From an optimization exercise on the open Yosys and OpenROAD flow, aimed at small area; shortcuts taken in it are not production practice. At most, simulation tests tie the RTL to the original design; equivalence was not proved. The RTL of run 4 was laid out without a check of its function. Power and IR drop assume default switching activity.

===== design.v =====
package madd_pkg;
  localparam int WinLen    = 16;
  localparam int WinLog    = $clog2(WinLen);
  localparam int SmpW      = 16;
  localparam int SumW      = SmpW + WinLog;
  localparam int DevW      = SumW + 1;
  localparam int ThrW      = 15;
  localparam int HoldW     = 8;
  localparam int LimW      = ThrW + WinLog;
  localparam int CfgIdxW   = 1;
  localparam int CfgDataW  = 15;
  localparam int EvtW      = 2;
  localparam int OutTdataW = 8;
  localparam logic [ThrW-1:0]  ThrRst  = ThrW'(768);
  localparam logic [HoldW-1:0] HoldRst = HoldW'(30);
  typedef enum logic [CfgIdxW-1:0] {
    CfgThreshold = 1'b0,
    CfgHoldoff   = 1'b1
  } cfg_idx_e;
  typedef enum logic [EvtW-1:0] {
    EvtNone    = 2'd0,
    EvtBump    = 2'd1,
    EvtPothole = 2'd2
  } evt_e;
  typedef struct packed {
    logic                   vld;
    logic signed [SmpW-1:0] data;
  } cell_t;
endpackage
module madd_cell (
  input  logic                        clk_i,
  input  logic                        en_i,
  input  logic [madd_pkg::SmpW-1:0]   d_i,
  output logic [madd_pkg::SmpW-1:0]   q_o
);
  always_ff @(posedge clk_i) begin
    if (en_i) begin
      q_o <= d_i;
    end
  end
endmodule
module madd_eval (
  input  logic [madd_pkg::SmpW-1:0]  smp_i,
  input  logic [madd_pkg::SumW-1:0]  sum_i,
  input  logic [madd_pkg::ThrW-1:0]  thr_i,
  output logic                       hit_pos_o,
  output logic                       hit_neg_o
);
  logic [madd_pkg::SmpW-1:0] x;
  logic [madd_pkg::SumW-1:0] r;
  logic [madd_pkg::ThrW-1:0] t;
  logic [21:0] f_pos, f_neg;
  logic nc0;
  logic nc1;
  logic nc10;
  logic nc11;
  logic nc12;
  logic nc13;
  logic nc14;
  logic nc15;
  logic nc16;
  logic nc17;
  logic nc18;
  logic nc19;
  logic nc2;
  logic nc3;
  logic nc4;
  logic nc5;
  logic nc6;
  logic nc7;
  logic nc8;
  logic nc9;
  logic ns0;
  logic ns1;
  logic ns10;
  logic ns11;
  logic ns12;
  logic ns13;
  logic ns14;
  logic ns15;
  logic ns16;
  logic ns17;
  logic ns18;
  logic ns19;
  logic ns2;
  logic ns3;
  logic ns4;
  logic ns5;
  logic ns6;
  logic ns7;
  logic ns8;
  logic ns9;
  logic pc0;
  logic pc1;
  logic pc10;
  logic pc11;
  logic pc12;
  logic pc13;
  logic pc14;
  logic pc15;
  logic pc16;
  logic pc17;
  logic pc18;
  logic pc19;
  logic pc2;
  logic pc3;
  logic pc4;
  logic pc5;
  logic pc6;
  logic pc7;
  logic pc8;
  logic pc9;
  logic ps0;
  logic ps1;
  logic ps10;
  logic ps11;
  logic ps12;
  logic ps13;
  logic ps14;
  logic ps15;
  logic ps16;
  logic ps17;
  logic ps18;
  logic ps19;
  logic ps2;
  logic ps3;
  logic ps4;
  logic ps5;
  logic ps6;
  logic ps7;
  logic ps8;
  logic ps9;
  logic wc0;
  logic wc1;
  logic wc10;
  logic wc11;
  logic wc12;
  logic wc13;
  logic wc14;
  logic wc15;
  logic wc16;
  logic wc17;
  logic wc18;
  logic wc2;
  logic wc3;
  logic wc4;
  logic wc5;
  logic wc6;
  logic wc7;
  logic wc8;
  logic wc9;
  logic ws0;
  logic ws1;
  logic ws10;
  logic ws11;
  logic ws12;
  logic ws13;
  logic ws14;
  logic ws15;
  logic ws16;
  logic ws17;
  logic ws18;
  logic ws2;
  logic ws3;
  logic ws4;
  logic ws5;
  logic ws6;
  logic ws7;
  logic ws8;
  logic ws9;
  assign x = smp_i;
  assign r = sum_i;
  assign t = thr_i;
  assign ws0 = r[0] ^ x[0] ^ 1'b1;
  assign wc0 = (r[0] & x[0]) | (r[0] & 1'b1) | (x[0] & 1'b1);
  assign ws1 = r[1] ^ x[1] ^ 1'b1;
  assign wc1 = (r[1] & x[1]) | (r[1] & 1'b1) | (x[1] & 1'b1);
  assign ws2 = r[2] ^ x[2] ^ 1'b1;
  assign wc2 = (r[2] & x[2]) | (r[2] & 1'b1) | (x[2] & 1'b1);
  assign ws3 = r[3] ^ x[3] ^ 1'b1;
  assign wc3 = (r[3] & x[3]) | (r[3] & 1'b1) | (x[3] & 1'b1);
  assign ws4 = r[4] ^ x[4] ^ ~x[0];
  assign wc4 = (r[4] & x[4]) | (r[4] & ~x[0]) | (x[4] & ~x[0]);
  assign ws5 = r[5] ^ x[5] ^ ~x[1];
  assign wc5 = (r[5] & x[5]) | (r[5] & ~x[1]) | (x[5] & ~x[1]);
  assign ws6 = r[6] ^ x[6] ^ ~x[2];
  assign wc6 = (r[6] & x[6]) | (r[6] & ~x[2]) | (x[6] & ~x[2]);
  assign ws7 = r[7] ^ x[7] ^ ~x[3];
  assign wc7 = (r[7] & x[7]) | (r[7] & ~x[3]) | (x[7] & ~x[3]);
  assign ws8 = r[8] ^ x[8] ^ ~x[4];
  assign wc8 = (r[8] & x[8]) | (r[8] & ~x[4]) | (x[8] & ~x[4]);
  assign ws9 = r[9] ^ x[9] ^ ~x[5];
  assign wc9 = (r[9] & x[9]) | (r[9] & ~x[5]) | (x[9] & ~x[5]);
  assign ws10 = r[10] ^ x[10] ^ ~x[6];
  assign wc10 = (r[10] & x[10]) | (r[10] & ~x[6]) | (x[10] & ~x[6]);
  assign ws11 = r[11] ^ x[11] ^ ~x[7];
  assign wc11 = (r[11] & x[11]) | (r[11] & ~x[7]) | (x[11] & ~x[7]);
  assign ws12 = r[12] ^ x[12] ^ ~x[8];
  assign wc12 = (r[12] & x[12]) | (r[12] & ~x[8]) | (x[12] & ~x[8]);
  assign ws13 = r[13] ^ x[13] ^ ~x[9];
  assign wc13 = (r[13] & x[13]) | (r[13] & ~x[9]) | (x[13] & ~x[9]);
  assign ws14 = r[14] ^ x[14] ^ ~x[10];
  assign wc14 = (r[14] & x[14]) | (r[14] & ~x[10]) | (x[14] & ~x[10]);
  assign ws15 = r[15] ^ x[15] ^ ~x[11];
  assign wc15 = (r[15] & x[15]) | (r[15] & ~x[11]) | (x[15] & ~x[11]);
  assign ws16 = r[16] ^ x[15] ^ ~x[12];
  assign wc16 = (r[16] & x[15]) | (r[16] & ~x[12]) | (x[15] & ~x[12]);
  assign ws17 = r[17] ^ x[15] ^ ~x[13];
  assign wc17 = (r[17] & x[15]) | (r[17] & ~x[13]) | (x[15] & ~x[13]);
  assign ws18 = r[18] ^ x[15] ^ ~x[14];
  assign wc18 = (r[18] & x[15]) | (r[18] & ~x[14]) | (x[15] & ~x[14]);
  assign ps0 = ws0 ^ 1'b1;
  assign pc0 = ws0 & 1'b1;
  assign ps1 = wc0 ^ ws1;
  assign pc1 = wc0 & ws1;
  assign ps2 = wc1 ^ ws2;
  assign pc2 = wc1 & ws2;
  assign ps3 = wc2 ^ ws3;
  assign pc3 = wc2 & ws3;
  assign ps4 = wc3 ^ ws4 ^ t[0];
  assign pc4 = (wc3 & ws4) | (wc3 & t[0]) | (ws4 & t[0]);
  assign ps5 = wc4 ^ ws5 ^ t[1];
  assign pc5 = (wc4 & ws5) | (wc4 & t[1]) | (ws5 & t[1]);
  assign ps6 = wc5 ^ ws6 ^ t[2];
  assign pc6 = (wc5 & ws6) | (wc5 & t[2]) | (ws6 & t[2]);
  assign ps7 = wc6 ^ ws7 ^ t[3];
  assign pc7 = (wc6 & ws7) | (wc6 & t[3]) | (ws7 & t[3]);
  assign ps8 = wc7 ^ ws8 ^ t[4];
  assign pc8 = (wc7 & ws8) | (wc7 & t[4]) | (ws8 & t[4]);
  assign ps9 = wc8 ^ ws9 ^ t[5];
  assign pc9 = (wc8 & ws9) | (wc8 & t[5]) | (ws9 & t[5]);
  assign ps10 = wc9 ^ ws10 ^ t[6];
  assign pc10 = (wc9 & ws10) | (wc9 & t[6]) | (ws10 & t[6]);
  assign ps11 = wc10 ^ ws11 ^ t[7];
  assign pc11 = (wc10 & ws11) | (wc10 & t[7]) | (ws11 & t[7]);
  assign ps12 = wc11 ^ ws12 ^ t[8];
  assign pc12 = (wc11 & ws12) | (wc11 & t[8]) | (ws12 & t[8]);
  assign ps13 = wc12 ^ ws13 ^ t[9];
  assign pc13 = (wc12 & ws13) | (wc12 & t[9]) | (ws13 & t[9]);
  assign ps14 = wc13 ^ ws14 ^ t[10];
  assign pc14 = (wc13 & ws14) | (wc13 & t[10]) | (ws14 & t[10]);
  assign ps15 = wc14 ^ ws15 ^ t[11];
  assign pc15 = (wc14 & ws15) | (wc14 & t[11]) | (ws15 & t[11]);
  assign ps16 = wc15 ^ ws16 ^ t[12];
  assign pc16 = (wc15 & ws16) | (wc15 & t[12]) | (ws16 & t[12]);
  assign ps17 = wc16 ^ ws17 ^ t[13];
  assign pc17 = (wc16 & ws17) | (wc16 & t[13]) | (ws17 & t[13]);
  assign ps18 = wc17 ^ ws18 ^ t[14];
  assign pc18 = (wc17 & ws18) | (wc17 & t[14]) | (ws18 & t[14]);
  assign ps19 = wc18 ^ ~r[19];
  assign pc19 = wc18 & ~r[19];
  assign f_pos = {1'b1, pc19, pc18, pc17, pc16, pc15, pc14, pc13, pc12, pc11, pc10, pc9, pc8, pc7, pc6, pc5, pc4, pc3, pc2, pc1, pc0, ps0}
                 + {1'b0, 1'b1, ps19, ps18, ps17, ps16, ps15, ps14, ps13, ps12, ps11, ps10, ps9, ps8, ps7, ps6, ps5, ps4, ps3, ps2, ps1, 1'b0};
  assign ns0 = ws0 ^ 1'b1 ^ 1'b1;
  assign nc0 = (ws0 & 1'b1) | (ws0 & 1'b1) | (1'b1 & 1'b1);
  assign ns1 = wc0 ^ ws1 ^ 1'b1;
  assign nc1 = (wc0 & ws1) | (wc0 & 1'b1) | (ws1 & 1'b1);
  assign ns2 = wc1 ^ ws2 ^ 1'b1;
  assign nc2 = (wc1 & ws2) | (wc1 & 1'b1) | (ws2 & 1'b1);
  assign ns3 = wc2 ^ ws3 ^ 1'b1;
  assign nc3 = (wc2 & ws3) | (wc2 & 1'b1) | (ws3 & 1'b1);
  assign ns4 = wc3 ^ ws4 ^ ~t[0];
  assign nc4 = (wc3 & ws4) | (wc3 & ~t[0]) | (ws4 & ~t[0]);
  assign ns5 = wc4 ^ ws5 ^ ~t[1];
  assign nc5 = (wc4 & ws5) | (wc4 & ~t[1]) | (ws5 & ~t[1]);
  assign ns6 = wc5 ^ ws6 ^ ~t[2];
  assign nc6 = (wc5 & ws6) | (wc5 & ~t[2]) | (ws6 & ~t[2]);
  assign ns7 = wc6 ^ ws7 ^ ~t[3];
  assign nc7 = (wc6 & ws7) | (wc6 & ~t[3]) | (ws7 & ~t[3]);
  assign ns8 = wc7 ^ ws8 ^ ~t[4];
  assign nc8 = (wc7 & ws8) | (wc7 & ~t[4]) | (ws8 & ~t[4]);
  assign ns9 = wc8 ^ ws9 ^ ~t[5];
  assign nc9 = (wc8 & ws9) | (wc8 & ~t[5]) | (ws9 & ~t[5]);
  assign ns10 = wc9 ^ ws10 ^ ~t[6];
  assign nc10 = (wc9 & ws10) | (wc9 & ~t[6]) | (ws10 & ~t[6]);
  assign ns11 = wc10 ^ ws11 ^ ~t[7];
  assign nc11 = (wc10 & ws11) | (wc10 & ~t[7]) | (ws11 & ~t[7]);
  assign ns12 = wc11 ^ ws12 ^ ~t[8];
  assign nc12 = (wc11 & ws12) | (wc11 & ~t[8]) | (ws12 & ~t[8]);
  assign ns13 = wc12 ^ ws13 ^ ~t[9];
  assign nc13 = (wc12 & ws13) | (wc12 & ~t[9]) | (ws13 & ~t[9]);
  assign ns14 = wc13 ^ ws14 ^ ~t[10];
  assign nc14 = (wc13 & ws14) | (wc13 & ~t[10]) | (ws14 & ~t[10]);
  assign ns15 = wc14 ^ ws15 ^ ~t[11];
  assign nc15 = (wc14 & ws15) | (wc14 & ~t[11]) | (ws15 & ~t[11]);
  assign ns16 = wc15 ^ ws16 ^ ~t[12];
  assign nc16 = (wc15 & ws16) | (wc15 & ~t[12]) | (ws16 & ~t[12]);
  assign ns17 = wc16 ^ ws17 ^ ~t[13];
  assign nc17 = (wc16 & ws17) | (wc16 & ~t[13]) | (ws17 & ~t[13]);
  assign ns18 = wc17 ^ ws18 ^ ~t[14];
  assign nc18 = (wc17 & ws18) | (wc17 & ~t[14]) | (ws18 & ~t[14]);
  assign ns19 = wc18 ^ ~r[19] ^ 1'b1;
  assign nc19 = (wc18 & ~r[19]) | (wc18 & 1'b1) | (~r[19] & 1'b1);
  assign f_neg = {1'b1, nc19, nc18, nc17, nc16, nc15, nc14, nc13, nc12, nc11, nc10, nc9, nc8, nc7, nc6, nc5, nc4, nc3, nc2, nc1, nc0, ns0}
                 + {1'b0, 1'b0, ns19, ns18, ns17, ns16, ns15, ns14, ns13, ns12, ns11, ns10, ns9, ns8, ns7, ns6, ns5, ns4, ns3, ns2, ns1, 1'b0};
  assign hit_pos_o = f_pos[21];
  assign hit_neg_o = !f_neg[21];
endmodule
module madd_upd (
  input  logic [madd_pkg::SumW-1:0]  sum_i,
  input  logic [madd_pkg::SmpW-1:0]  add_i,
  input  logic [madd_pkg::SmpW-1:0]  sub_i,
  output logic [madd_pkg::SumW-1:0]  sum_o
);
  logic [madd_pkg::SumW-1:0] r, s, c, p, g;
  logic [madd_pkg::SmpW-1:0] a, b;
  logic kg0;
  logic kg1;
  logic kg10;
  logic kg11;
  logic kg12;
  logic kg13;
  logic kg14;
  logic kg15;
  logic kg16;
  logic kg17;
  logic kg18;
  logic kg19;
  logic kg2;
  logic kg20;
  logic kg21;
  logic kg22;
  logic kg23;
  logic kg24;
  logic kg25;
  logic kg26;
  logic kg27;
  logic kg28;
  logic kg29;
  logic kg3;
  logic kg30;
  logic kg31;
  logic kg32;
  logic kg4;
  logic kg5;
  logic kg6;
  logic kg7;
  logic kg8;
  logic kg9;
  logic kp0;
  logic kp1;
  logic kp10;
  logic kp11;
  logic kp12;
  logic kp13;
  logic kp14;
  logic kp15;
  logic kp16;
  logic kp17;
  logic kp18;
  logic kp19;
  logic kp2;
  logic kp20;
  logic kp21;
  logic kp22;
  logic kp23;
  logic kp24;
  logic kp25;
  logic kp26;
  logic kp27;
  logic kp28;
  logic kp29;
  logic kp3;
  logic kp30;
  logic kp31;
  logic kp32;
  logic kp4;
  logic kp5;
  logic kp6;
  logic kp7;
  logic kp8;
  logic kp9;
  assign r = sum_i;
  assign a = add_i;
  assign b = sub_i;
  assign s[0] = (r[0] ^ a[0] ^ ~b[0]);
  assign c[0] = 1'b1;
  assign s[1] = (r[1] ^ a[1] ^ ~b[1]);
  assign c[1] = ((r[0] & a[0]) | (r[0] & ~b[0]) | (a[0] & ~b[0]));
  assign s[2] = (r[2] ^ a[2] ^ ~b[2]);
  assign c[2] = ((r[1] & a[1]) | (r[1] & ~b[1]) | (a[1] & ~b[1]));
  assign s[3] = (r[3] ^ a[3] ^ ~b[3]);
  assign c[3] = ((r[2] & a[2]) | (r[2] & ~b[2]) | (a[2] & ~b[2]));
  assign s[4] = (r[4] ^ a[4] ^ ~b[4]);
  assign c[4] = ((r[3] & a[3]) | (r[3] & ~b[3]) | (a[3] & ~b[3]));
  assign s[5] = (r[5] ^ a[5] ^ ~b[5]);
  assign c[5] = ((r[4] & a[4]) | (r[4] & ~b[4]) | (a[4] & ~b[4]));
  assign s[6] = (r[6] ^ a[6] ^ ~b[6]);
  assign c[6] = ((r[5] & a[5]) | (r[5] & ~b[5]) | (a[5] & ~b[5]));
  assign s[7] = (r[7] ^ a[7] ^ ~b[7]);
  assign c[7] = ((r[6] & a[6]) | (r[6] & ~b[6]) | (a[6] & ~b[6]));
  assign s[8] = (r[8] ^ a[8] ^ ~b[8]);
  assign c[8] = ((r[7] & a[7]) | (r[7] & ~b[7]) | (a[7] & ~b[7]));
  assign s[9] = (r[9] ^ a[9] ^ ~b[9]);
  assign c[9] = ((r[8] & a[8]) | (r[8] & ~b[8]) | (a[8] & ~b[8]));
  assign s[10] = (r[10] ^ a[10] ^ ~b[10]);
  assign c[10] = ((r[9] & a[9]) | (r[9] & ~b[9]) | (a[9] & ~b[9]));
  assign s[11] = (r[11] ^ a[11] ^ ~b[11]);
  assign c[11] = ((r[10] & a[10]) | (r[10] & ~b[10]) | (a[10] & ~b[10]));
  assign s[12] = (r[12] ^ a[12] ^ ~b[12]);
  assign c[12] = ((r[11] & a[11]) | (r[11] & ~b[11]) | (a[11] & ~b[11]));
  assign s[13] = (r[13] ^ a[13] ^ ~b[13]);
  assign c[13] = ((r[12] & a[12]) | (r[12] & ~b[12]) | (a[12] & ~b[12]));
  assign s[14] = (r[14] ^ a[14] ^ ~b[14]);
  assign c[14] = ((r[13] & a[13]) | (r[13] & ~b[13]) | (a[13] & ~b[13]));
  assign s[15] = (r[15] ^ ~a[15] ^ b[15]);
  assign c[15] = ((r[14] & a[14]) | (r[14] & ~b[14]) | (a[14] & ~b[14]));
  assign s[16] = ~r[16];
  assign c[16] = ((r[15] & ~a[15]) | (r[15] & b[15]) | (~a[15] & b[15]));
  assign s[17] = ~r[17];
  assign c[17] = r[16];
  assign s[18] = ~r[18];
  assign c[18] = r[17];
  assign s[19] = ~r[19];
  assign c[19] = r[18];
  assign p = s ^ c;
  assign g = s & c;
  assign kg0 = g[1] | (p[1] & g[0]);
  assign kp0 = p[1] & p[0];
  assign kg1 = g[3] | (p[3] & g[2]);
  assign kp1 = p[3] & p[2];
  assign kg2 = g[5] | (p[5] & g[4]);
  assign kp2 = p[5] & p[4];
  assign kg3 = g[7] | (p[7] & g[6]);
  assign kp3 = p[7] & p[6];
  assign kg4 = g[9] | (p[9] & g[8]);
  assign kp4 = p[9] & p[8];
  assign kg5 = g[11] | (p[11] & g[10]);
  assign kp5 = p[11] & p[10];
  assign kg6 = g[13] | (p[13] & g[12]);
  assign kp6 = p[13] & p[12];
  assign kg7 = g[15] | (p[15] & g[14]);
  assign kp7 = p[15] & p[14];
  assign kg8 = g[17] | (p[17] & g[16]);
  assign kp8 = p[17] & p[16];
  assign kg9 = g[19] | (p[19] & g[18]);
  assign kp9 = p[19] & p[18];
  assign kg10 = kg1 | (kp1 & kg0);
  assign kp10 = kp1 & kp0;
  assign kg11 = kg3 | (kp3 & kg2);
  assign kp11 = kp3 & kp2;
  assign kg12 = kg5 | (kp5 & kg4);
  assign kp12 = kp5 & kp4;
  assign kg13 = kg7 | (kp7 & kg6);
  assign kp13 = kp7 & kp6;
  assign kg14 = kg9 | (kp9 & kg8);
  assign kp14 = kp9 & kp8;
  assign kg15 = kg11 | (kp11 & kg10);
  assign kp15 = kp11 & kp10;
  assign kg16 = kg13 | (kp13 & kg12);
  assign kp16 = kp13 & kp12;
  assign kg17 = kg16 | (kp16 & kg15);
  assign kp17 = kp16 & kp15;
  assign kg18 = kg12 | (kp12 & kg15);
  assign kp18 = kp12 & kp15;
  assign kg19 = kg14 | (kp14 & kg17);
  assign kp19 = kp14 & kp17;
  assign kg20 = kg2 | (kp2 & kg10);
  assign kp20 = kp2 & kp10;
  assign kg21 = kg4 | (kp4 & kg15);
  assign kp21 = kp4 & kp15;
  assign kg22 = kg6 | (kp6 & kg18);
  assign kp22 = kp6 & kp18;
  assign kg23 = kg8 | (kp8 & kg17);
  assign kp23 = kp8 & kp17;
  assign kg24 = g[2] | (p[2] & kg0);
  assign kp24 = p[2] & kp0;
  assign kg25 = g[4] | (p[4] & kg10);
  assign kp25 = p[4] & kp10;
  assign kg26 = g[6] | (p[6] & kg20);
  assign kp26 = p[6] & kp20;
  assign kg27 = g[8] | (p[8] & kg15);
  assign kp27 = p[8] & kp15;
  assign kg28 = g[10] | (p[10] & kg21);
  assign kp28 = p[10] & kp21;
  assign kg29 = g[12] | (p[12] & kg18);
  assign kp29 = p[12] & kp18;
  assign kg30 = g[14] | (p[14] & kg22);
  assign kp30 = p[14] & kp22;
  assign kg31 = g[16] | (p[16] & kg17);
  assign kp31 = p[16] & kp17;
  assign kg32 = g[18] | (p[18] & kg23);
  assign kp32 = p[18] & kp23;
  assign sum_o = p ^ {kg32, kg23, kg31, kg17, kg30, kg22, kg29, kg18, kg28, kg21, kg27, kg15, kg26, kg20, kg25, kg10, kg24, kg0, g[0], 1'b0};
endmodule
module moving_average_deviation_detector_unit (
  input  logic                               clk_i,
  input  logic                               rst_ni,
  input  logic                               cfg_we_i,
  input  logic [madd_pkg::CfgIdxW-1:0]       cfg_idx_i,
  input  logic [madd_pkg::CfgDataW-1:0]      cfg_wdata_i,
  input  logic                               s_axis_tvalid,
  output logic                               s_axis_tready,
  input  logic [madd_pkg::SmpW-1:0]          s_axis_tdata,   
  output logic                               m_axis_tvalid,
  input  logic                               m_axis_tready,
  output logic [madd_pkg::OutTdataW-1:0]     m_axis_tdata    
);
  localparam int WinLen = madd_pkg::WinLen;
  localparam int SumW   = madd_pkg::SumW;
  localparam int SmpW   = madd_pkg::SmpW;
  localparam int HoldW  = madd_pkg::HoldW;
  logic [madd_pkg::ThrW-1:0] thr_q;
  logic [HoldW-1:0]          hold_len_q;
  always_ff @(posedge clk_i or negedge rst_ni) begin
    if (!rst_ni) begin
      thr_q      <= madd_pkg::ThrRst;
      hold_len_q <= madd_pkg::HoldRst;
    end else if (cfg_we_i) begin
      if (cfg_idx_i == madd_pkg::CfgHoldoff) begin
        hold_len_q <= cfg_wdata_i[HoldW-1:0];
      end else begin
        thr_q <= cfg_wdata_i[madd_pkg::ThrW-1:0];
      end
    end
  end
  logic ovld_q;
  logic accept;
  assign s_axis_tready = !ovld_q || m_axis_tready;
  assign accept        = s_axis_tvalid && s_axis_tready;
  logic [SmpW-1:0] win [WinLen];
  assign win[0] = s_axis_tdata;
  for (genvar k = 0; k < WinLen - 1; k++) begin : g_cell
    madd_cell u_cell (
      .clk_i (clk_i),
      .en_i  (accept),
      .d_i   (win[k]),
      .q_o   (win[k+1])
    );
  end
  logic            fill_q;
  logic [SumW-1:0] sum_q, sum_d;
  logic [SmpW-1:0] smp_in, smp_out;
  assign smp_in  = accept ? s_axis_tdata : '0;
  assign smp_out = (accept && fill_q) ? win[WinLen-1] : '0;
  madd_upd u_upd (
    .sum_i (sum_q),
    .add_i (smp_in),
    .sub_i (smp_out),
    .sum_o (sum_d)
  );
  always_ff @(posedge clk_i or negedge rst_ni) begin
    if (!rst_ni) begin
      sum_q <= '0;
    end else begin
      sum_q <= sum_d;
    end
  end
  logic hit_pos, hit_neg;
  madd_eval u_eval (
    .smp_i     (s_axis_tdata),
    .sum_i     (sum_q),
    .thr_i     (thr_q),
    .hit_pos_o (hit_pos),
    .hit_neg_o (hit_neg)
  );
  logic [HoldW-1:0] hold_q, hold_cur;
  logic             hold_dirty_q, evt_pos_q, evt_neg_q, blank;
  assign hold_cur = (hold_dirty_q && (evt_pos_q || evt_neg_q)) ? hold_len_q : hold_q;
  assign blank    = hold_cur != '0;
  always_ff @(posedge clk_i or negedge rst_ni) begin
    if (!rst_ni) begin
      hold_q       <= HoldW'(WinLen - 1);
      hold_dirty_q <= 1'b0;
      fill_q       <= 1'b0;
      ovld_q       <= 1'b0;
    end else begin
      hold_q       <= hold_cur;
      hold_dirty_q <= accept;
      if (accept) begin
        if (blank) begin
          hold_q <= hold_cur - 1'b1;
        end
        if (hold_cur == HoldW'(1)) begin
          fill_q <= 1'b1;
        end
      end
      ovld_q <= accept || (ovld_q && !m_axis_tready);
    end
  end
  always_ff @(posedge clk_i) begin
    if (accept) begin
      evt_pos_q <= hit_pos && !blank;
      evt_neg_q <= hit_neg && !blank;
    end
  end
  assign m_axis_tvalid = ovld_q;
  assign m_axis_tdata  = madd_pkg::OutTdataW'({evt_neg_q, evt_pos_q});
endmodule

===== flow/run.sh =====
#!/bin/bash
# Own layout flow: the standard flow (standard.sh) with the standard
# synthesis unchanged, and these changes to the later steps:
#  - every port gets a buf_1 as its port buffer;
#  - clock tree synthesis uses clkbuf_8, clusters of up to 16 registers within
#    80 um, and inserts no dummy loads.
# Each step's full output goes to a log file of its own in this folder.
set -euo pipefail
bash standard.sh synth > synth.log 2>&1
export BUFFER_PORTS_ARGS="-buffer_cell sky130_fd_sc_hd__buf_1"
export CTS_ARGS="-sink_clustering_enable -repair_clock_nets -dont_use_dummy_load -buf_list sky130_fd_sc_hd__clkbuf_8 -sink_clustering_size 16 -sink_clustering_max_diameter 80"
bash standard.sh floorplan > floorplan.log 2>&1
bash standard.sh place > place.log 2>&1
bash standard.sh cts > cts.log 2>&1
bash standard.sh route > route.log 2>&1
bash standard.sh finish > finish.log 2>&1

===== standard.sh =====
#!/bin/bash
# synth_recipe.tcl (not shown) runs the flow's synth.tcl, then flattens the netlist and writes it again
# the make line also repeats each setting of config.mk as NAME=value (left out here)
make -C /OpenROAD-flow-scripts/flow DESIGN_CONFIG=/design/flow/config.mk WORK_HOME=/design/flow/orfs CLKGATE_MAP_FILE= SYNTH_SCRIPT=/design/flow/synth_recipe.tcl "${@:-finish}"

===== config.mk =====
export PLATFORM = sky130hd
export DESIGN_NAME = moving_average_deviation_detector_unit
export DESIGN_NICKNAME = moving_average_deviation_detector_unit
export VERILOG_FILES = /design/flow/design.v
export SDC_FILE = /design/flow/constraint.sdc
export NUM_CORES = 4
export LEC_CHECK = 0
export CAP_MARGIN = 20
export CORE_MARGIN = 2
export CORE_UTILIZATION = 70
export GPL_TIMING_DRIVEN = 0
export SLEW_MARGIN = 20

===== constraint.sdc =====
create_clock -name core_clock -period 4.5 [get_ports {clk_i}]
set_input_delay 0.9000 -clock core_clock [delete_from_list [all_inputs] [get_ports {clk_i}]]
set_output_delay 0.9000 -clock core_clock [all_outputs]
set_load 0.01 [all_outputs]

==> results of run 1 <==
## flip-flops by register name, indices dropped and copies added, names as in the netlist
register	flops
fill_q	1
thr_q	15
hold_dirty_q	1
hold_q	8
hold_len_q	8
sum_q	20
evt_neg_q	1
evt_pos_q	1
ovld_q	1
g_cell.u_cell.q_o	240
## worst max-delay path, stage by stage
cell and delay, ns:
buf_1 0.07, nand2b_4 0.14, and2_4 0.21, clkbuf_8 0.17, and3_1 0.20, fa_1 0.50
inv_1 0.06, fa_2 0.42, a211oi_2 0.26, o21a_2 0.22, a211oi_1 0.09, a2111o_1 0.46
a211o_1 0.39, o31ai_2 0.23, fa_2 0.47, inv_1 0.07
## synth_stat cells (all sizes together) (2+ instances only)
library cell,number
mux2,8
edfxtp,242
dfstp,10
o21a,4
nand2,36
a22o,2
ha,66
fa,72
nor2b,4
xor2,4
o21ai,23
inv,151
buf,9
nor2,13
a21oi,21
dfrtp,44
nor3,10
xnor2,12
a21o,7
a211oi,3
nand3,5
clkbuf,9
nand2b,4
nor4,4
mux2i,9
o211ai,4
o31ai,2
and3,19
nand4,2
## worst paths after layout
kind,from,slack [ns],end,cells after the start
hold / removal,rst_ni,0.27,thr_q[1]$_DFFE_PN0P_,1
setup / recovery,m_axis_tready,0.1,sum_q[18]$_DFF_PN0_,16
max in group asynchronous,rst_ni,3.60,thr_q[9]$_DFFE_PN1P_,2
min in group core_clock,g_cell[0].u_cell.q_o[3]$_DFFE_PN_,0.38,g_cell[1].u_cell.q_o[3]$_DFFE_PN_,0
setup reg to reg,fill_q$_DFFE_PN0P_,0.15,sum_q[18]$_DFF_PN0_,13
hold reg to reg,g_cell[0].u_cell.q_o[3]$_DFFE_PN_,0.38,g_cell[1].u_cell.q_o[3]$_DFFE_PN_,0
## layer usage
layer | vias up | GRT usage, %
met3 | 45 | 3.65
met4 | 0 | 7.32
li1 | 2910 | -
met2 | 166 | 37.9
met5 | - | 0
met1 | 3206 | 33.6
## area by class of cell
| class | instances | area (sq um) |
|---|---|---|
| repair buffers | 52 | 307 |
| clock buffers | 22 | 303 |
| multi-input cells | 356 | 3650 |
| well taps | 229 | 287 |
| flip-flops and latches | 296 | 8630 |
| plain buffers | 17 | 128 |
| fillers | 1073 | 4150 |
| inverters | 151 | 567 |
## placed cells by master, fill, tap and decap left out, types with 5 or more instances in the layout
cell type / instances
a21o_1: 7
a21oi_1: 21
and3_1: 19
buf_1: 39
buf_4: 14
clkbuf_1: 5
clkbuf_8: 27
conb_1: 6
dfrtp_1: 44
dfstp_2: 10
edfxtp_1: 242
fa_1: 68
ha_1: 66
inv_1: 151
mux2_2: 8
mux2i_1: 9
nand2_1: 32
nand3_1: 5
nor2_1: 13
nor3_1: 10
o21ai_0: 22
xnor2_1: 12
## per-stage QoR
step           area (sq um)  setup TNS [ns]
6_report              13900               0
5_1_grt               13900               0
4_1_cts               13800               0
3_5_place_dp          13500           -8.12
3_3_place_gp          13400           -5.45
2_1_floorplan         13000           -1.34
## where the power goes
| part | internal [mW] | switching, mW | total (mW) |
|---|---|---|---|
| combinational | 1.47 | 1.88 | 3.35 |
| sequential | 3.33 | 0.142 | 3.47 |
| clock | 0.440 | 0.755 | 1.20 |
## cell families (layout without fill, tap and decap cells)
logic type / Yosys count / after routing / synth area share (%)
and+or+nand+nor: 102 / 102 / 3.90
AOI/OAI and AO/OA: 77 / 77 / 3.83
other: 1 / 6 / 0.0291
xor gates and xnor gates: 16 / 16 / 1.09
buffers and inverters: 169 / 242 / 5.17
muxes: 17 / 17 / 1.40
DFF: 296 / 296 / 67.0
adders and majority gates: 138 / 138 / 17.6
## repair_timing
item	in CTS	in global routing
setup buffers	3	3
resized for setup	4	1
pin swaps	6	0
endpoints found under the setup margin	7	5
gates cloned	4	0
==> impl_metrics.ini, run 1 <==
[power]
power_mw = 8.01
p_per_area_nw_per_um2 = 578
p_leak_nw = 5.70
irDropWorstVdd_v = 0.000393

[status]
outcome = complete, no violations

[finish]
drive_above_1_share_pct = 8.84
instances_no_fill = 1123
diodes = 0
nNetsFinal = 1071
syn_to_final_growth_pct = 7.67
fin_util_pct = 77.0

[die]
rows = 49
die_w_um = 140
die-area_sq_um = 19500
die_h_um = 140
coreArea_sq_um = 18000
pin_count = 47
start_util_pct = 71.5

[detailed_routing]
wirelength_um = 21400
avgViaCountPerCell = 5.63
drt_iter0_drc = 459
routed.top_layer = met4
wire_per_inst_um = 19.1
drc = 0
dr_wl_met2_um = 10700
ant_nets = 0
met3WireLength_um = 1000
firstDrtPassIters = 5
met1_length_um = 9120
vias = 6327

[cts]
holdBufCountCts = 0
tritoncts.num_buffers = 22
root_buffer = clkbuf_8
clock_path_buffers = 3
path_clk_slew_ns = 0.11
clock-sinks = 296
insertion_delay_ns = 0.56
cts_tree = done
htree_levels = 1

[logic_synthesis]
syn_area_sq_um = 12900
synth_ff_type = edfxtp_1
avgSynthCellArea_sq_um = 15.8
synth_area_leaders = edfxtp_1 56%, fa_1 11%, dfrtp_1 8.5%
synth_top_area_cell = edfxtp_1
async_reset_ff_share_pct = 18.2
synth_seq_cells = 296
synthCells = 816
synth_edf_count = 242
synth.distinct_cells = 51
synth_top_area_share_pct = 56.4
seq_area_frac_synth_pct = 67.0
yosys_warnings = 4

[global_route]
track_usage_pct = 23.3
grt_max_degree = 127
overflow = 0
grt_pass1_vias = 6779
antenna_found_initial = 0
grt_pass1_wl_um = 35100

[sta]
relSlewSlack_pct = 38.6
hold_viol_final = 0
timing.final.ws_setup_ns = 0.0991
fin_crit_ns = 4.40
worstMarginPinSlew_ns = 0.921
rsz0062_at_grt = false
holdWs_ns = 0.274
post-route-period-util_pct = 97.8
max_freq_mhz = 227
fin_worst_skew_ns = 0.0640
setup_violations = 0
drv_slew = 0

[place]
hpwl_um = 14700
gp_congestion = 0.833
port_buffers = 40
dp_cells = 1092
dp_slack_ns = -1.18

[worst_setup_path]
cp.required_ns = 4.96
crit_path_end_kind = flop
critPathKind = in -> reg
worstPathArrival_ns = 4.86
critPathMaxFanout = 10
start_kind = input pin

[worst_hold_path]
holdCritPathClass = in -> async

[job]
maxCapViolations = 0
==> inputs of run 2 (changes only) <==
--- a/config.mk
+++ b/config.mk
@@ -8,5 +8,7 @@
 export CAP_MARGIN = 20
 export CORE_MARGIN = 2
-export CORE_UTILIZATION = 70
+export CORE_UTILIZATION = 60
+export CTS_BUF_LIST = sky130_fd_sc_hd__clkbuf_8
+export CTS_CLUSTER_SIZE = 30
 export GPL_TIMING_DRIVEN = 0
 export SLEW_MARGIN = 20
==> impl_metrics.ini, run 2 <==
[status]
outcome = complete, no violations

[finish]
diodes = 0
nNetsFinal = 1067
reg_top3 = g_cell.u_cell.q_o (240), sum_q (20), thr_q (15)
syn_to_final_growth_pct = 7.92
num-fill-cells = 1470
final_common_cell = edfxtp_1
final_cell_mix = 242 x edfxtp_1, 151 x inv_1, 68 x fa_1, 66 x ha_1, 44 x dfrtp_1
largest_register_ffs = 240
drive_above_1_share_pct = 8.54
regMostFlops = g_cell.u_cell.q_o
fin_util_pct = 66.1

[detailed_routing]
vias = 6198
wire_per_inst_um = 18.0
ant_nets = 0
drc = 0
firstDrtPassIters = 4
wirelength_um = 21000
drt_iter0_drc = 366
avgViaCountPerCell = 5.32

[global_route]
grt_pass1_vias = 6624
antenna_found_initial = 0
gr-usage-met2_pct = 32.6
busiest_layer = met2
grt_pass1_wl_um = 33900
grt_use_met3_pct = 3.52
overflow = 0
grtUsageMet1_pct = 27.6
grt_max_degree = 127
track_usage_pct = 19.8

[logic_synthesis]
synth_top_area_share_pct = 56.4
synth_seq_cells = 296
syn_area_sq_um = 12900
async_reset_ff_share_pct = 18.2
synth_xor_area_share_pct = 1.09
yosys_warnings = 4
synth_simple_gate_area_share_pct = 3.90
avgSynthCellArea_sq_um = 15.8
synth_top_area_cell = edfxtp_1
synth-compound-area-share_pct = 3.83
synthCells = 816
synth_edf_count = 242
synth.distinct_cells = 51
synth_adder_area_share_pct = 17.6
seq_area_frac_synth_pct = 67.0
synth.area.mux_share_pct = 1.40
synth_area_leaders = edfxtp_1 56%, fa_1 11%, dfrtp_1 8.5%
synth_most_common_cell = edfxtp_1
synth_top_cells_by_count = 242 x edfxtp_1, 151 x inv_1, 72 x fa_1
synth_top_family_by_area = adder cells
synth_ff_type = edfxtp_1

[sta]
fin_crit_ns = 4.41
post-route-period-util_pct = 98.0
finalSetupTns_ns = 0
hold_viol_final = 0
drv_slew = 0
rsz0062_at_grt = false
worstMarginPinSlew_ns = 0.973
max_freq_mhz = 227
setup_violations = 0
fin_worst_skew_ns = 0.0412
relSlewSlack_pct = 35.1

[die]
die_w_um = 151
coreArea_sq_um = 21000
die-area_sq_um = 22700
rows = 53
die_h_um = 151
start_util_pct = 61.3
pin_count = 47

[worst_setup_path]
worstPathArrival_ns = 4.88
critical-path-max-stage-delay_ns = 0.51
start_kind = input pin
rr_worst_depth = 16
crit_path_end_kind = flop
reg2reg_to = sum_q[18]$_DFF_PN0_
cp.required_ns = 4.97
slowest_stage = fa_1
critPathMaxFanout = 12
crit_chain = buf_1, nand2b_4, and2_4, clkbuf_8, clkbuf_8, and3_1, fa_1, inv_1, fa_2, a211oi_2, o21a_2, a211oi_1, a2111o_1, a211o_4, o31ai_4, fa_2, inv_1
critical_path_buf_inv_count = 5
critPathKind = in -> reg
r2r_start = ovld_q$_DFF_PN0_
ff2ff_setup_slack_ns = 0.20
crit_family = compound AO/OA/AOI/OAI gates

[cts]
root_buffer = clkbuf_8
htree_levels = 1
clock-sinks = 296
cts_tree = done
holdBufCountCts = 0
clock_path_buffers = 3
path_clk_slew_ns = 0.10
tritoncts.num_buffers = 22
insertion_delay_ns = 0.55

[place]
port_buffers = 40
gp_congestion = 0.839
hpwl_um = 14300

[job]
maxCapViolations = 0

[power]
p_leak_nw = 5.67
irDropWorstVdd_v = 0.000369
p_per_area_nw_per_um2 = 572

[worst_hold_path]
holdCritPathClass = in -> async
run 2: cell counts after synthesis:
No cell type changed its count.
run 2: cell families after synthesis:
kind of cell	count (synthesis)
AO/OA/AOI/OAI	77
XOR/XNOR	16
adder cells (fa/ha/maj)	138
buffers and inverters	169
flip-flops	296
multiplexers	17
other	1
AND/OR/NAND/NOR	102
run 2: worst max-delay path by stage:
stage	from	endpoint	slack, ns	cells after the start
after floorplan	m_axis_tready	sum_q[18]$_DFF_PN0_	-0.44	16
after global placement	m_axis_tready	sum_q[18]$_DFF_PN0_	-1.0	17
after detailed placement	m_axis_tready	sum_q[18]$_DFF_PN0_	-1.13	17
after CTS	m_axis_tready	sum_q[18]$_DFF_PN0_	0.03	17
after global routing	m_axis_tready	sum_q[18]$_DFF_PN0_	0.02	17
final	m_axis_tready	sum_q[18]$_DFF_PN0_	0.09	17
run 2: repair_timing:
action | in CTS | in global routing
setup endpoints to repair | 6 | 2
buffers inserted | 2 | 0
hold endpoints to repair | 0 | 0
resized for setup | 6 | 3
pin swaps | 2 | 1
cloned | 3 | 0
run 2: worst reg2reg max path, stage by stage (launching register included):
cell       delay (ns)
dfrtp_1          0.41
nand2b_4         0.10
and2_4           0.14
clkbuf_8         0.21
clkbuf_16        0.26
nand2_4          0.11
fa_1             0.57
inv_1            0.07
fa_2             0.36
a211oi_2         0.23
o21a_2           0.20
a211oi_1         0.09
a2111o_1         0.36
a211o_4          0.39
o31ai_4          0.24
fa_2             0.47
inv_1            0.06
run 2: report_power, final:
part,leakage (nW),total [mW],internal [mW],switching (mW)
Clock,0.158,1.20,0.439,0.756
Combinational,2.58,3.30,1.47,1.83
Sequential,2.93,3.46,3.33,0.136
run 2: layout make-up:
type | instances | area (sq um) | share of cell area (%)
Buffer | 18 | 144 | 1.03
Clock buffer | 22 | 303 | 2.18
Inverter | 151 | 567 | 4.08
Multi-Input combinational cell | 356 | 3670 | 26.4
Sequential cell | 296 | 8630 | 62.1
Tap cell | 275 | 344 | 2.47
Timing Repair Buffer | 47 | 248 | 1.78
run 2: per-layer routing:
metal	wire, um	share of wire (%)
met5	0	0
met4	533	2.5
met3	1060	5.1
met2	10200	48
met1	9220	44
run 2: metrics by stage:
step	cell area, sq um	instances	total power, mW	hold slack, ns	setup slack, ns
after floorplan	13000	821	5.92	0.400	-0.439
after global placement	13500	1136	6.50	0.402	-1.00
after detailed placement	13500	1138	6.72	0.405	-1.13
after CTS	13900	1165	8.05	0.198	0.0321
after global routing	13900	1165	8.66	0.201	0.0168
final	13900	1165	7.95	0.216	0.0897
==> inputs of run 3 (changes only) <==
--- a/flow/run.sh
+++ b/flow/run.sh
@@ -10,5 +10,5 @@
 export BUFFER_PORTS_ARGS="-buffer_cell sky130_fd_sc_hd__buf_1"
 export CTS_ARGS="-sink_clustering_enable -repair_clock_nets -dont_use_dummy_load -buf_list sky130_fd_sc_hd__clkbuf_8 -sink_clustering_size 16 -sink_clustering_max_diameter 80"
-bash standard.sh floorplan > floorplan.log 2>&1
+REMOVE_ABC_BUFFERS=1 bash standard.sh floorplan > floorplan.log 2>&1
 bash standard.sh place > place.log 2>&1
 bash standard.sh cts > cts.log 2>&1
==> impl_metrics.ini, run 3 <==
[sta]
hold_viol_final = 0
fin_worst_skew_ns = 0.0313
drv_slew = 0
max_freq_mhz = 231
post-route-period-util_pct = 96.3
setup_violations = 0
holdWs_ns = 0.236
relSlewSlack_pct = 54.4
worstMarginPinSlew_ns = 0.684
fin_crit_ns = 4.33
rsz0062_at_grt = false
timing.final.ws_setup_ns = 0.168

[logic_synthesis]
synth_xor_area_share_pct = 1.09
async_reset_ff_share_pct = 18.2
synth_top_area_share_pct = 56.4
yosys_warnings = 4
synth_top_family_by_area = adder cells
synth.area.mux_share_pct = 1.40
synth_ff_type = edfxtp_1
synth_top_cells_by_count = 242 x edfxtp_1, 151 x inv_1, 72 x fa_1
avgSynthCellArea_sq_um = 15.8
synth_area_leaders = edfxtp_1 56%, fa_1 11%, dfrtp_1 8.5%
seq_area_frac_synth_pct = 67.0
synth-compound-area-share_pct = 3.83
synth_most_common_cell = edfxtp_1
synth.distinct_cells = 51
synth_adder_area_share_pct = 17.6
syn_area_sq_um = 12900
synth_top_area_cell = edfxtp_1
synth_edf_count = 242
synth_seq_cells = 296
synth_simple_gate_area_share_pct = 3.90
synthCells = 816

[place]
dp_cells = 1125
hpwl_um = 13500
place_area_sq_um = 13500
port_buffers = 40
gp_congestion = 0.828
dp_slack_ns = -1.18

[cts]
insertion_delay_ns = 0.55
holdBufCountCts = 0
root_buffer = clkbuf_8
htree_levels = 1
cts_tree = done
clock_path_buffers = 3
clock-sinks = 296
tritoncts.num_buffers = 22
path_clk_slew_ns = 0.10

[power]
p_per_area_nw_per_um2 = 568
p_leak_nw = 5.66
power_mw = 7.90
irDropWorstVdd_v = 0.000372

[die]
die_h_um = 151
die_w_um = 151
die-area_sq_um = 22700
start_util_pct = 61.3
rows = 53
coreArea_sq_um = 21000
pin_count = 47

[finish]
final_cell_mix = 242 x edfxtp_1, 151 x inv_1, 71 x fa_1, 66 x ha_1, 44 x dfrtp_1
fin_area_sq_um = 13900
instances_no_fill = 1156
largest_register_ffs = 240
nNetsFinal = 1058
diodes = 0
num-fill-cells = 1468
reg_top3 = g_cell.u_cell.q_o (240), sum_q (20), thr_q (15)
final_common_cell = edfxtp_1
regMostFlops = g_cell.u_cell.q_o
drive_above_1_share_pct = 7.72
syn_to_final_growth_pct = 7.97

[detailed_routing]
avgViaCountPerCell = 5.29
wirelength_um = 20400
drc = 0
wire_per_inst_um = 17.7
firstDrtPassIters = 7
vias = 6119
ant_nets = 0
drt_iter0_drc = 303

[worst_setup_path]
worstPathArrival_ns = 4.79
cp.required_ns = 4.96
start_kind = input pin
critical_path_buf_inv_count = 3
critPathMaxFanout = 17
critPathKind = in -> reg
crit_family = compound AO/OA/AOI/OAI gates
slowest_stage = fa_1
crit_chain = buf_1, nand2b_4, and2_4, buf_16, and3_1, fa_1, inv_1, fa_2, a211oi_2, o21a_2, a211oi_1, a2111o_1, a211o_4, o31ai_4, fa_1, xnor2_1, xnor2_1
critical-path-max-stage-delay_ns = 0.50
crit_path_end_kind = flop

[global_route]
antenna_found_initial = 0
grt_pass1_vias = 6376
grt_max_degree = 61
track_usage_pct = 19.2
overflow = 0
grt_pass1_wl_um = 33100

[worst_hold_path]
holdCritPathClass = in -> async

[status]
outcome = complete, no violations

[job]
maxCapViolations = 0
==> run 3: cell types whose count changed in the layout (fill, tap and decap cells not counted), sizes merged <==
| cell | before | now |
|---|---|---|
| bufbuf | 0 | 1 |
| clkbuf | 34 | 23 |
| buf | 53 | 52 |
| and2 | 1 | 3 |
==> run 3: layer usage <==
| metal | routed length (um) | part of all wire (%) | up-vias | track usage [%] |
|---|---|---|---|---|
| met3 | 1010 | 4.9 | 25 | 2.67 |
| met4 | 403 | 2.0 | 0 | 5.33 |
| met1 | 9410 | 46 | 3089 | 28.4 |
| met5 | 0 | 0 | - | 0 |
| met2 | 9630 | 47 | 118 | 30.5 |
| li1 | - | - | 2887 | - |
==> run 3: layout make-up <==
| type | instances | area [sq um] | area share, % |
|---|---|---|---|
| Sequential cell | 296 | 8630 | 62.0 |
| Inverter | 151 | 567 | 4.07 |
| Clock buffer | 22 | 303 | 2.18 |
| Timing Repair Buffer | 54 | 409 | 2.94 |
| Multi-Input combinational cell | 358 | 3660 | 26.3 |
| Tap cell | 275 | 344 | 2.47 |
==> run 3: worst paths after layout <==
check                                                endpoint  slack (ns)                          startpoint  cells past startpoint
setup / recovery                          sum_q[19]$_DFF_PN0_        0.17                       m_axis_tready                     17
hold / removal                             sum_q[1]$_DFF_PN0_        0.24                              rst_ni                      1
setup reg to reg                          sum_q[19]$_DFF_PN0_        0.29                    ovld_q$_DFF_PN0_                     16
hold reg to reg            g_cell[7].u_cell.q_o[14]$_DFFE_PN_        0.41  g_cell[6].u_cell.q_o[14]$_DFFE_PN_                      0
max in group asynchronous                thr_q[9]$_DFFE_PN1P_        3.58                              rst_ni                      3
min in group core_clock    g_cell[7].u_cell.q_o[14]$_DFFE_PN_        0.41  g_cell[6].u_cell.q_o[14]$_DFFE_PN_                      0
==> run 3: stage by stage <==
step                 TNS, ns  utilization (%)
floorplan            -947.93                -
global placement    -1483.20             63.3
detailed placement     -7.60             64.1
CTS                        0             65.8
global route               0             66.2
finish                     0             66.2
==> run 3: timing repair <==
item | in CTS | in global routing
pin swaps | 1 | 3
cloned | 3 | 1
endpoints found under the setup margin | 7 | 2
setup buffers | 1 | 4
hold endpoints to repair | 0 | 0
gates resized for setup | 3 | 3
==> run 3: kinds of logic (layout without fill, tap and decap cells) <==
family | after synthesis | after routing
DFF | 296 | 296
AOI/OAI and AO/OA | 77 | 77
other | 1 | 6
buffers and inverters | 169 | 227
adders and majority gates | 138 | 138
and+or+nand+nor | 102 | 104
xor gates and xnor gates | 16 | 16
muxes | 17 | 17
==> run 3: report_power, final <==
group / switching (mW) / total (mW) / internal, mW
Combinational: 1.78 / 3.24 / 1.46
Sequential: 0.140 / 3.46 / 3.32
Clock: 0.760 / 1.20 / 0.440
Total: 2.68 / 7.90 / 5.22
==> run 3: worst reg2reg max path, cell delays in order (launching register included) <==
cell and delay (ns):
dfrtp_1 0.40, nand2b_4 0.12, and2_4 0.18, buf_16 0.15
and3_1 0.22, fa_1 0.50, inv_1 0.06, fa_2 0.42
a211oi_2 0.23, o21a_2 0.21, a211oi_1 0.09, a2111o_1 0.47
a211o_4 0.39, o31ai_4 0.21, fa_1 0.22, xnor2_1 0.13
xnor2_1 0.13
==> inputs of run 4 (changes only) <==
--- a/design.v
+++ b/design.v
@@ -300,9 +300,9 @@
   input  logic [madd_pkg::SumW-1:0]  sum_i,
   input  logic [madd_pkg::SmpW-1:0]  add_i,
-  input  logic [madd_pkg::SmpW-1:0]  sub_i,
+  input  logic [madd_pkg::SmpW-1:0]  subn_i,
   output logic [madd_pkg::SumW-1:0]  sum_o
 );
   logic [madd_pkg::SumW-1:0] r, s, c, p, g;
-  logic [madd_pkg::SmpW-1:0] a, b;
+  logic [madd_pkg::SmpW-1:0] a, bn;
   logic kg0;
   logic kg1;
@@ -371,47 +371,47 @@
   logic kp8;
   logic kp9;
-  assign r = sum_i;
-  assign a = add_i;
-  assign b = sub_i;
-  assign s[0] = (r[0] ^ a[0] ^ ~b[0]);
+  assign r  = sum_i;
+  assign a  = add_i;
+  assign bn = subn_i;
+  assign s[0] = (r[0] ^ a[0] ^ bn[0]);
   assign c[0] = 1'b1;
-  assign s[1] = (r[1] ^ a[1] ^ ~b[1]);
-  assign c[1] = ((r[0] & a[0]) | (r[0] & ~b[0]) | (a[0] & ~b[0]));
-  assign s[2] = (r[2] ^ a[2] ^ ~b[2]);
-  assign c[2] = ((r[1] & a[1]) | (r[1] & ~b[1]) | (a[1] & ~b[1]));
-  assign s[3] = (r[3] ^ a[3] ^ ~b[3]);
-  assign c[3] = ((r[2] & a[2]) | (r[2] & ~b[2]) | (a[2] & ~b[2]));
-  assign s[4] = (r[4] ^ a[4] ^ ~b[4]);
-  assign c[4] = ((r[3] & a[3]) | (r[3] & ~b[3]) | (a[3] & ~b[3]));
-  assign s[5] = (r[5] ^ a[5] ^ ~b[5]);
-  assign c[5] = ((r[4] & a[4]) | (r[4] & ~b[4]) | (a[4] & ~b[4]));
-  assign s[6] = (r[6] ^ a[6] ^ ~b[6]);
-  assign c[6] = ((r[5] & a[5]) | (r[5] & ~b[5]) | (a[5] & ~b[5]));
-  assign s[7] = (r[7] ^ a[7] ^ ~b[7]);
-  assign c[7] = ((r[6] & a[6]) | (r[6] & ~b[6]) | (a[6] & ~b[6]));
-  assign s[8] = (r[8] ^ a[8] ^ ~b[8]);
-  assign c[8] = ((r[7] & a[7]) | (r[7] & ~b[7]) | (a[7] & ~b[7]));
-  assign s[9] = (r[9] ^ a[9] ^ ~b[9]);
-  assign c[9] = ((r[8] & a[8]) | (r[8] & ~b[8]) | (a[8] & ~b[8]));
-  assign s[10] = (r[10] ^ a[10] ^ ~b[10]);
-  assign c[10] = ((r[9] & a[9]) | (r[9] & ~b[9]) | (a[9] & ~b[9]));
-  assign s[11] = (r[11] ^ a[11] ^ ~b[11]);
-  assign c[11] = ((r[10] & a[10]) | (r[10] & ~b[10]) | (a[10] & ~b[10]));
-  assign s[12] = (r[12] ^ a[12] ^ ~b[12]);
-  assign c[12] = ((r[11] & a[11]) | (r[11] & ~b[11]) | (a[11] & ~b[11]));
-  assign s[13] = (r[13] ^ a[13] ^ ~b[13]);
-  assign c[13] = ((r[12] & a[12]) | (r[12] & ~b[12]) | (a[12] & ~b[12]));
-  assign s[14] = (r[14] ^ a[14] ^ ~b[14]);
-  assign c[14] = ((r[13] & a[13]) | (r[13] & ~b[13]) | (a[13] & ~b[13]));
-  assign s[15] = (r[15] ^ ~a[15] ^ b[15]);
-  assign c[15] = ((r[14] & a[14]) | (r[14] & ~b[14]) | (a[14] & ~b[14]));
-  assign s[16] = ~r[16];
-  assign c[16] = ((r[15] & ~a[15]) | (r[15] & b[15]) | (~a[15] & b[15]));
-  assign s[17] = ~r[17];
-  assign c[17] = r[16];
-  assign s[18] = ~r[18];
-  assign c[18] = r[17];
-  assign s[19] = ~r[19];
-  assign c[19] = r[18];
+  assign s[1] = (r[1] ^ a[1] ^ bn[1]);
+  assign c[1] = ((r[0] & a[0]) | (r[0] & bn[0]) | (a[0] & bn[0]));
+  assign s[2] = (r[2] ^ a[2] ^ bn[2]);
+  assign c[2] = ((r[1] & a[1]) | (r[1] & bn[1]) | (a[1] & bn[1]));
+  assign s[3] = (r[3] ^ a[3] ^ bn[3]);
+  assign c[3] = ((r[2] & a[2]) | (r[2] & bn[2]) | (a[2] & bn[2]));
+  assign s[4] = (r[4] ^ a[4] ^ bn[4]);
+  assign c[4] = ((r[3] & a[3]) | (r[3] & bn[3]) | (a[3] & bn[3]));
+  assign s[5] = (r[5] ^ a[5] ^ bn[5]);
+  assign c[5] = ((r[4] & a[4]) | (r[4] & bn[4]) | (a[4] & bn[4]));
+  assign s[6] = (r[6] ^ a[6] ^ bn[6]);
+  assign c[6] = ((r[5] & a[5]) | (r[5] & bn[5]) | (a[5] & bn[5]));
+  assign s[7] = (r[7] ^ a[7] ^ bn[7]);
+  assign c[7] = ((r[6] & a[6]) | (r[6] & bn[6]) | (a[6] & bn[6]));
+  assign s[8] = (r[8] ^ a[8] ^ bn[8]);
+  assign c[8] = ((r[7] & a[7]) | (r[7] & bn[7]) | (a[7] & bn[7]));
+  assign s[9] = (r[9] ^ a[9] ^ bn[9]);
+  assign c[9] = ((r[8] & a[8]) | (r[8] & bn[8]) | (a[8] & bn[8]));
+  assign s[10] = (r[10] ^ a[10] ^ bn[10]);
+  assign c[10] = ((r[9] & a[9]) | (r[9] & bn[9]) | (a[9] & bn[9]));
+  assign s[11] = (r[11] ^ a[11] ^ bn[11]);
+  assign c[11] = ((r[10] & a[10]) | (r[10] & bn[10]) | (a[10] & bn[10]));
+  assign s[12] = (r[12] ^ a[12] ^ bn[12]);
+  assign c[12] = ((r[11] & a[11]) | (r[11] & bn[11]) | (a[11] & bn[11]));
+  assign s[13] = (r[13] ^ a[13] ^ bn[13]);
+  assign c[13] = ((r[12] & a[12]) | (r[12] & bn[12]) | (a[12] & bn[12]));
+  assign s[14] = (r[14] ^ a[14] ^ bn[14]);
+  assign c[14] = ((r[13] & a[13]) | (r[13] & bn[13]) | (a[13] & bn[13]));
+  assign s[15] = (r[15] ^ a[15] ^ bn[15]);
+  assign c[15] = ((r[14] & a[14]) | (r[14] & bn[14]) | (a[14] & bn[14]));
+  assign s[16] = (r[16] ^ a[15] ^ bn[15]);
+  assign c[16] = ((r[15] & a[15]) | (r[15] & bn[15]) | (a[15] & bn[15]));
+  assign s[17] = (r[17] ^ a[15] ^ bn[15]);
+  assign c[17] = ((r[16] & a[15]) | (r[16] & bn[15]) | (a[15] & bn[15]));
+  assign s[18] = (r[18] ^ a[15] ^ bn[15]);
+  assign c[18] = ((r[17] & a[15]) | (r[17] & bn[15]) | (a[15] & bn[15]));
+  assign s[19] = (r[19] ^ a[15] ^ bn[15]);
+  assign c[19] = ((r[18] & a[15]) | (r[18] & bn[15]) | (a[15] & bn[15]));
   assign p = s ^ c;
   assign g = s & c;
@@ -531,12 +531,12 @@
   logic            fill_q;
   logic [SumW-1:0] sum_q, sum_d;
-  logic [SmpW-1:0] smp_in, smp_out;
-  assign smp_in  = accept ? s_axis_tdata : '0;
-  assign smp_out = (accept && fill_q) ? win[WinLen-1] : '0;
+  logic [SmpW-1:0] smp_in, smp_out_n;
+  assign smp_in    = {SmpW{accept}} & s_axis_tdata;
+  assign smp_out_n = {SmpW{!(accept && fill_q)}} | ~win[WinLen-1];
   madd_upd u_upd (
-    .sum_i (sum_q),
-    .add_i (smp_in),
-    .sub_i (smp_out),
-    .sum_o (sum_d)
+    .sum_i  (sum_q),
+    .add_i  (smp_in),
+    .subn_i (smp_out_n),
+    .sum_o  (sum_d)
   );
   always_ff @(posedge clk_i or negedge rst_ni) begin
--- a/flow/run.sh
+++ b/flow/run.sh
@@ -10,5 +10,5 @@
 export BUFFER_PORTS_ARGS="-buffer_cell sky130_fd_sc_hd__buf_1"
 export CTS_ARGS="-sink_clustering_enable -repair_clock_nets -dont_use_dummy_load -buf_list sky130_fd_sc_hd__clkbuf_8 -sink_clustering_size 16 -sink_clustering_max_diameter 80"
-REMOVE_ABC_BUFFERS=1 bash standard.sh floorplan > floorplan.log 2>&1
+bash standard.sh floorplan > floorplan.log 2>&1
 bash standard.sh place > place.log 2>&1
 bash standard.sh cts > cts.log 2>&1
==> impl_metrics.ini, run 4 <==
[worst_setup_path]
critPathKind = in -> reg
cp_common_cell = xnor2_1
crit_path_end_kind = flop
worstPathArrival_ns = 4.86
reg2reg_to = sum_q[19]$_DFF_PN0_
start_kind = input pin
ff2ff_setup_slack_ns = 0.15
rr_worst_depth = 19
critical-path-max-stage-delay_ns = 0.53
crit_chain = buf_1, nand2b_4, nand2_8, inv_6, buf_12, buf_6, and3_4, fa_1, inv_2, fa_2, a21oi_2, nand4b_1, nand3_2, a41o_4, a211o_1, fa_2, xor2_2, xnor2_1, xnor2_1, xnor2_1
critPathMaxFanout = 10
slowest_stage = fa_1
r2r_start = ovld_q$_DFF_PN0_
cp.required_ns = 4.98

[logic_synthesis]
synthCells = 836
synth_edf_count = 242
seq_area_frac_synth_pct = 66.1
synth_top_area_share_pct = 55.6
yosys_warnings = 4
synth.distinct_cells = 53
avgSynthCellArea_sq_um = 15.6
synth_most_common_cell = edfxtp_1
async_reset_ff_share_pct = 18.2
synth_area_leaders = edfxtp_1 56%, fa_1 11%, dfrtp_1 8.4%
synth_seq_cells = 296
synth_ff_type = edfxtp_1
synth_top_area_cell = edfxtp_1
synth_top_cells_by_count = 242 x edfxtp_1, 153 x inv_1, 75 x fa_1
syn_area_sq_um = 13100

[finish]
syn_to_final_growth_pct = 9.11
fin_area_sq_um = 14300
fin_util_pct = 67.2
reg_top3 = g_cell.u_cell.q_o (240), sum_q (20), thr_q (15)
register_area_sq_um = 8630
num-fill-cells = 1548
largest_register_ffs = 240
final_common_cell = edfxtp_1
final_cell_mix = 242 x edfxtp_1, 150 x inv_1, 73 x fa_1, 62 x ha_1, 44 x dfrtp_1
nNetsFinal = 1094
multi_input_area_sq_um = 3960
instances_no_fill = 1189
regMostFlops = g_cell.u_cell.q_o
diodes = 0
drive_above_1_share_pct = 11.2

[sta]
post-route-period-util_pct = 97.5
fin_crit_ns = 4.39
finalSetupTns_ns = 0
holdWs_ns = 0.385
drv_slew = 0
max_freq_mhz = 228
setup_violations = 0
hold_viol_final = 0
fin_worst_skew_ns = 0.0575
relSlewSlack_pct = 36.5
worstMarginPinSlew_ns = 0.952
timing.final.ws_setup_ns = 0.115

[die]
die_h_um = 152
rows = 53
die-area_sq_um = 23000
pin_count = 47
coreArea_sq_um = 21200
die_w_um = 152
start_util_pct = 61.6

[power]
clkPwrFrac_pct = 14.6
p_sw_mw = 2.91
combPwrFrac_pct = 43.3
power_mw = 8.24
irDropWorstVdd_v = 0.000306
swShare_pct = 35.3
p_leak_nw = 5.78
p_per_area_nw_per_um2 = 578
pwr-share-seq_pct = 42.1
internal-power_mw = 5.33

[detailed_routing]
drc = 0
wire_per_inst_um = 19.0
wirelength_um = 22600
ant_nets = 0
firstDrtPassIters = 5
vias = 6452
avgViaCountPerCell = 5.43
drt_iter0_drc = 420

[global_route]
gr-usage-met2_pct = 34.5
track_usage_pct = 20.8
grt_pass1_wl_um = 35700
grt_max_degree = 127
overflow = 0
antenna_found_initial = 0
grt_use_met3_pct = 2.54
grt_pass1_vias = 6749
grtUsageMet1_pct = 30.2
busiest_layer = met2

[cts]
path_clk_slew_ns = 0.11
tritoncts.num_buffers = 22
htree_levels = 1
holdBufCountCts = 0
clock-sinks = 296
root_buffer = clkbuf_8
cts_tree = done
insertion_delay_ns = 0.56
clock_path_buffers = 3

[place]
hpwl_um = 15100
gp_congestion = 0.861
place_area_sq_um = 13800
dp_slack_ns = -1.04
port_buffers = 40
dp_cells = 1157

[worst_hold_path]
holdCritPathClass = in -> async

[status]
outcome = complete, no violations

[job]
maxCapViolations = 0
[run 4: cell count changes after synthesis, sizes merged, moves of 3 or more]
cell,before,now
a221oi,0,3
nand4,2,5
inv,151,154
nor3,10,6
nand2,36,44
o21ai,23,28
fa,72,75
[run 4: power groups by stage]
stage,Sequential [mW],Clock (mW),Combinational [mW]
3_3_place_gp,3.51,0,3.24
3_5_place_dp,3.52,0,3.47
2_1_floorplan,3.47,0,2.62
6_report,3.47,1.20,3.57
4_1_cts,3.47,1.26,3.53
5_1_grt,3.50,1.35,4.11
[run 4: worst max-delay path by stage]
stage,startpoint,slack (ns),cells after the start,to
final,m_axis_tready,0.11,20,sum_q[19]$_DFF_PN0_
after global routing,ovld_q$_DFF_PN0_,-0.002,19,sum_q[19]$_DFF_PN0_
after CTS,m_axis_tready,0.01,20,sum_q[19]$_DFF_PN0_
after detailed placement,m_axis_tready,-1.04,19,sum_q[19]$_DFF_PN0_
after global placement,s_axis_tvalid,-0.92,18,sum_q[19]$_DFF_PN0_
after floorplan,m_axis_tready,-0.34,19,sum_q[19]$_DFF_PN0_
[run 4: cell type report]
cell class	count	share of cell area (%)
Buffer	18	1.14
Timing Repair Buffer	51	1.95
Clock buffer	22	2.12
Sequential cell	296	60.5
Multi-Input combinational cell	373	27.7
Inverter	154	4.09
Tap cell	275	2.41
[run 4: metal layers]
metal / up-vias / wire length, um / share of wire, %
met5: - / 0 / 0
met2: 130 / 11100 / 49
met3: 30 / 949 / 4.2
met1: 3309 / 10100 / 45
li1: 2983 / - / -
met4: 0 / 427 / 1.9
[run 4: kinds of logic (layout without fill, tap and decap cells)]
logic type | after synthesis | count (layout) | synth area share, %
compound gates | 80 | 80 | 3.80
xor+xnor | 17 | 17 | 1.14
fa+ha+maj | 141 | 141 | 17.8
buf+inv | 172 | 245 | 5.20
flops | 296 | 296 | 66.1
mux | 16 | 16 | 1.30
other cells | 1 | 6 | 0.0287
simple gates | 113 | 113 | 4.66
[run 4: worst max-delay path, delay by kind of cell]
| family | cells | cell delay [ns] |
|---|---|---|
| compound gates | 3 | 0.78 |
| xor+xnor | 4 | 0.69 |
| fa+ha+maj | 3 | 1.29 |
| buf+inv | 5 | 0.45 |
| simple gates | 5 | 0.74 |
[run 4: timing repair]
| item | in CTS | in global routing |
|---|---|---|
| gates resized for setup | 7 | 17 |
| pin swaps | 1 | 12 |
| endpoints found under the setup margin | 1 | 1 |
| setup buffers | 0 | 7 |
| gates cloned | 2 | 1 |

-- what the ideal ports hide --
Ports are ideal in the flow. The routed layouts listed here were re-timed in OpenROAD. Step 1 assumes that a clkbuf_16 drives the clock port and a buf_2 every other input. Step 2 moves the port delays by t, midway between the first and last clock arrival at a register: inputs arrive t later, outputs are due t later. That takes back most of the time a late clock gives input paths. Slacks: ideal / step 1 / step 2; pairs: ideal / step 1.
| run | t, ns | slack for setup (ns) | clock arrival spread, ns | cell pins on the clock port's net |
|---|---|---|---|---|
| run 1 | 0.568 | 0.099 / 0.118 / -0.450 | 0.064 / 0.064 | 1 |
| run 2 | 0.566 | 0.090 / 0.108 / -0.458 | 0.041 / 0.042 | 1 |
| run 3 | 0.578 | 0.168 / 0.188 / -0.390 | 0.033 / 0.033 | 1 |
| run 4 | 0.575 | 0.115 / 0.132 / -0.443 | 0.058 / 0.057 | 1 |
With both steps, setup timing fails in every run listed, where it was met with ideal ports.
